Source: an optimization exercise on an open RTL-to-GDS flow (aim: a short achievable clock period and few clock cycles per item). Production flows keep margins and buffers that such runs may drop. The RTL was checked by simulation tests, not by an equivalence proof against the original design. The clock port is modelled as an ideal driver, which makes a skipped or thinned clock tree look cheaper than it is; a real chip needs a root buffer or a tree. Power figures rest on the tool's default switching activity, not on a simulated workload.

==> module mbqc_dp, before the edit <==
module mbqc_dp #(
  parameter int MAX_QUEUES = mbqc_pkg::DEF_MAX_QUEUES
) (
  input  logic                               clk,
  input  logic                               rst_n,
  input  logic                               item_valid,
  input  logic [mbqc_pkg::TRAIN_W-1:0]       item_num,
  input  logic                               item_last,
  output logic                               res_valid,
  output logic [mbqc_pkg::RES_W-1:0]         res
);
  localparam int NQ = MAX_QUEUES;
  localparam int HW = mbqc_pkg::TRAIN_W / 2;
  logic [mbqc_pkg::TRAIN_W-1:0] tail_r [NQ];
  logic [NQ-1:0]                used_r;     
  logic                         clr_r;      
  logic                         p_valid_r;
  logic [mbqc_pkg::TRAIN_W-1:0] p_num_r;
  logic                         p_last_r;
  logic [NQ-1:0]                hgt_r;      
  logic [NQ-1:0]                heq_r;      
  logic [NQ-1:0]                lgt_r;      
  logic                         gt1_r;      
  logic                         gt2_r;      
  logic                         r_valid_r;
  logic [NQ-1:0]                wr_r;       
  logic [NQ-1:0]                wr2_r;      
  logic [mbqc_pkg::TRAIN_W-1:0] w_num_r;    
  logic                         res_valid_r;
  logic [mbqc_pkg::RES_W-1:0]   res_r;
  logic [NQ-1:0] hgt_c;
  logic [NQ-1:0] heq_c;
  logic [NQ-1:0] lgt_c;
  logic [NQ-1:0] in_use;     
  logic [NQ-1:0] above;      
  logic [NQ-1:0] prev_abv;   
  logic [NQ-1:0] wr;         
  logic [NQ-1:0] used_nxt;   
  function automatic logic [6:0] therm_count(input logic [NQ-1:0] t);
    logic [6:0] c;
    for (int k = 0; k < 7; k++) begin
      c[k] = 1'b0;
      for (int i = 0; (2 * i + 1) * (1 << k) <= NQ; i++) begin
        if ((2 * i + 2) * (1 << k) <= NQ)
          c[k] = c[k] | (t[(2 * i + 1) * (1 << k) - 1] & ~t[(2 * i + 2) * (1 << k) - 1]);
        else
          c[k] = c[k] | t[(2 * i + 1) * (1 << k) - 1];
      end
    end
    therm_count = c;
  endfunction
  function automatic logic [5:0] onehot_index(input logic [NQ-1:0] h);
    logic [5:0] x;
    x = '0;
    for (int j = 0; j < NQ; j++) begin
      x = x | (h[j] ? 6'(j) : 6'd0);
    end
    onehot_index = x;
  endfunction
  function automatic logic greater8(input logic [7:0] a, input logic [7:0] b);
    logic [7:0] g1, e1;
    logic [3:0] g2, e2;
    logic [1:0] g4, e4;
    g1 = a & ~b;
    e1 = ~(a ^ b);
    for (int i = 0; i < 4; i++) begin
      g2[i] = g1[2*i+1] | (e1[2*i+1] & g1[2*i]);
      e2[i] = e1[2*i+1] & e1[2*i];
    end
    for (int i = 0; i < 2; i++) begin
      g4[i] = g2[2*i+1] | (e2[2*i+1] & g2[2*i]);
      e4[i] = e2[2*i+1] & e2[2*i];
    end
    greater8 = g4[1] | (e4[1] & g4[0]);
  endfunction
  function automatic logic greater16(input logic [15:0] a, input logic [15:0] b);
    greater16 = greater8(a[15:8], b[15:8]) | ((a[15:8] == b[15:8]) & greater8(a[7:0], b[7:0]));
  endfunction
  always_comb begin
    for (int j = 0; j < NQ; j++) begin
      hgt_c[j] = greater8(tail_r[j][mbqc_pkg::TRAIN_W-1:HW], item_num[mbqc_pkg::TRAIN_W-1:HW]);
      heq_c[j] = tail_r[j][mbqc_pkg::TRAIN_W-1:HW] == item_num[mbqc_pkg::TRAIN_W-1:HW];
      lgt_c[j] = greater8(tail_r[j][HW-1:0], item_num[HW-1:0]);
    end
    in_use = clr_r ? '0 : used_r;
    for (int j = 0; j < NQ; j++) begin
      above[j] = in_use[j] && (wr_r[j]  ? gt1_r :
                               wr2_r[j] ? gt2_r :
                                          (hgt_r[j] || (heq_r[j] && lgt_r[j])));
    end
    prev_abv = {above[NQ-2:0], 1'b1};
    wr       = prev_abv & ~above & {NQ{p_valid_r}};
    used_nxt = in_use | prev_abv;
  end
  always_ff @(posedge clk) begin
    p_num_r  <= item_num;
    p_last_r <= item_last;
    hgt_r    <= hgt_c;
    heq_r    <= heq_c;
    lgt_r    <= lgt_c;
    gt1_r    <= greater16(p_num_r, item_num);
    gt2_r    <= greater16(w_num_r, item_num);
    wr_r     <= wr;
    wr2_r    <= wr_r;
    w_num_r  <= p_num_r;
    for (int j = 0; j < NQ; j++) begin
      if (wr_r[j]) tail_r[j] <= w_num_r;
    end
    if (p_valid_r) begin
      used_r <= used_nxt;
    end
    res_r <= {~|wr_r, therm_count(used_r), onehot_index(wr_r)};
    if (!rst_n) begin
      p_valid_r   <= 1'b0;
      r_valid_r   <= 1'b0;
      res_valid_r <= 1'b0;
      clr_r       <= 1'b1;
    end else begin
      p_valid_r   <= item_valid;
      r_valid_r   <= p_valid_r;
      res_valid_r <= r_valid_r;
      if (p_valid_r) clr_r <= p_last_r;
    end
  end
  assign res       = res_r;
  assign res_valid = res_valid_r;
endmodule
export LEC_CHECK = 0
export ABC_CLOCK_PERIOD_IN_PS = 2000
export CAP_MARGIN = 20
export CORE_MARGIN = 2
export CORE_UTILIZATION = 60
export SETUP_SLACK_MARGIN = 4.5
export SLEW_MARGIN = 20
create_clock -name core_clock -period 6.5 [get_ports {clk}]
standard.sh (not shown) runs the stock make flow with config.mk's settings and CLKGATE_MAP_FILE= SYNTH_SCRIPT=/design/flow/synth_recipe.tcl, a recipe that flattens the netlist after the stock synthesis.
==> flow/flow/run.sh <==
#!/bin/bash
# The standard layout (standard.sh), except for the clock tree: flow/mktree.tcl, sourced by
# ORFS's CTS step as its PRE_CTS_TCL hook, builds a balanced two-level tree of clkbuf_16 (the
# clock port drives four quadrant buffers, each drives sixteen leaf buffers, each drives a
# cluster of nearby flip-flops) in place of TritonCTS's three-level tree.
set -euo pipefail
export PRE_CTS_TCL="$PWD/flow/mktree.tcl"
bash standard.sh > flow_make.log 2>&1
Other scripts of this flow, unchanged in this note and not shown: flow/flow/mktree.tcl
Testbench counts at the start, summed over its fixed seeds: cycles 12,040, items 12,000.
==> next run, changes <==
--- a/flow/design.v
+++ b/flow/design.v
@@ -147,28 +147,9 @@
     onehot_index = x;
   endfunction
-  function automatic logic greater8(input logic [7:0] a, input logic [7:0] b);
-    logic [7:0] g1, e1;
-    logic [3:0] g2, e2;
-    logic [1:0] g4, e4;
-    g1 = a & ~b;
-    e1 = ~(a ^ b);
-    for (int i = 0; i < 4; i++) begin
-      g2[i] = g1[2*i+1] | (e1[2*i+1] & g1[2*i]);
-      e2[i] = e1[2*i+1] & e1[2*i];
-    end
-    for (int i = 0; i < 2; i++) begin
-      g4[i] = g2[2*i+1] | (e2[2*i+1] & g2[2*i]);
-      e4[i] = e2[2*i+1] & e2[2*i];
-    end
-    greater8 = g4[1] | (e4[1] & g4[0]);
-  endfunction
-  function automatic logic greater16(input logic [15:0] a, input logic [15:0] b);
-    greater16 = greater8(a[15:8], b[15:8]) | ((a[15:8] == b[15:8]) & greater8(a[7:0], b[7:0]));
-  endfunction
   always_comb begin
     for (int j = 0; j < NQ; j++) begin
-      hgt_c[j] = greater8(tail_r[j][mbqc_pkg::TRAIN_W-1:HW], item_num[mbqc_pkg::TRAIN_W-1:HW]);
+      hgt_c[j] = tail_r[j][mbqc_pkg::TRAIN_W-1:HW] > item_num[mbqc_pkg::TRAIN_W-1:HW];
       heq_c[j] = tail_r[j][mbqc_pkg::TRAIN_W-1:HW] == item_num[mbqc_pkg::TRAIN_W-1:HW];
-      lgt_c[j] = greater8(tail_r[j][HW-1:0], item_num[HW-1:0]);
+      lgt_c[j] = tail_r[j][HW-1:0] > item_num[HW-1:0];
     end
     in_use = clr_r ? '0 : used_r;
@@ -188,6 +169,6 @@
     heq_r    <= heq_c;
     lgt_r    <= lgt_c;
-    gt1_r    <= greater16(p_num_r, item_num);
-    gt2_r    <= greater16(w_num_r, item_num);
+    gt1_r    <= p_num_r > item_num;
+    gt2_r    <= w_num_r > item_num;
     wr_r     <= wr;
     wr2_r    <= wr_r;
After rerunning:
- The changed run produced a clean layout
- clock skew barely changes
- power goes up by 0.67%
- via count goes up by about 3.4%
- synthesized cell count goes up by 8.1%
- critical path depth does not change
Testbench counts after the change, summed over its fixed seeds: cycles 12,040, items 12,000.
In every run of this note, the design's own scripts or RTL, not TritonCTS, make the clock network.

[re-timing with driven ports]
Ports are ideal in the flow. The routed layouts listed here were re-timed in OpenROAD.
Step 1, drivers: a clkbuf_16 drives clk and a buf_2 each remaining input, both assumed.
Step 2, shift: input delay + t, output delay - t, t = (earliest + latest rising clock arrival at the registers) / 2. This alone moves slack from input paths to output paths.
a / b / c = no drivers / after step 1 / after step 2; a / b = the first two.
run | shift t [ns] | setup WS [ns] | worst setup path after step 2 | slew at the worst register clock pin (ns) | worst slew at a driven data input, ns
the first run | 0.643 | 4.261 / 4.098 / 3.803 | input to register | 0.11 / 0.11 | 0.06
the second run | 0.657 | 4.255 / 4.083 / 3.828 | input to register | 0.11 / 0.11 | 0.05
After both steps every run listed still meets setup and hold. For the first run, which loses most, drivers alone change the setup slack by -0.163 ns; drivers and shift together by -0.458 ns.
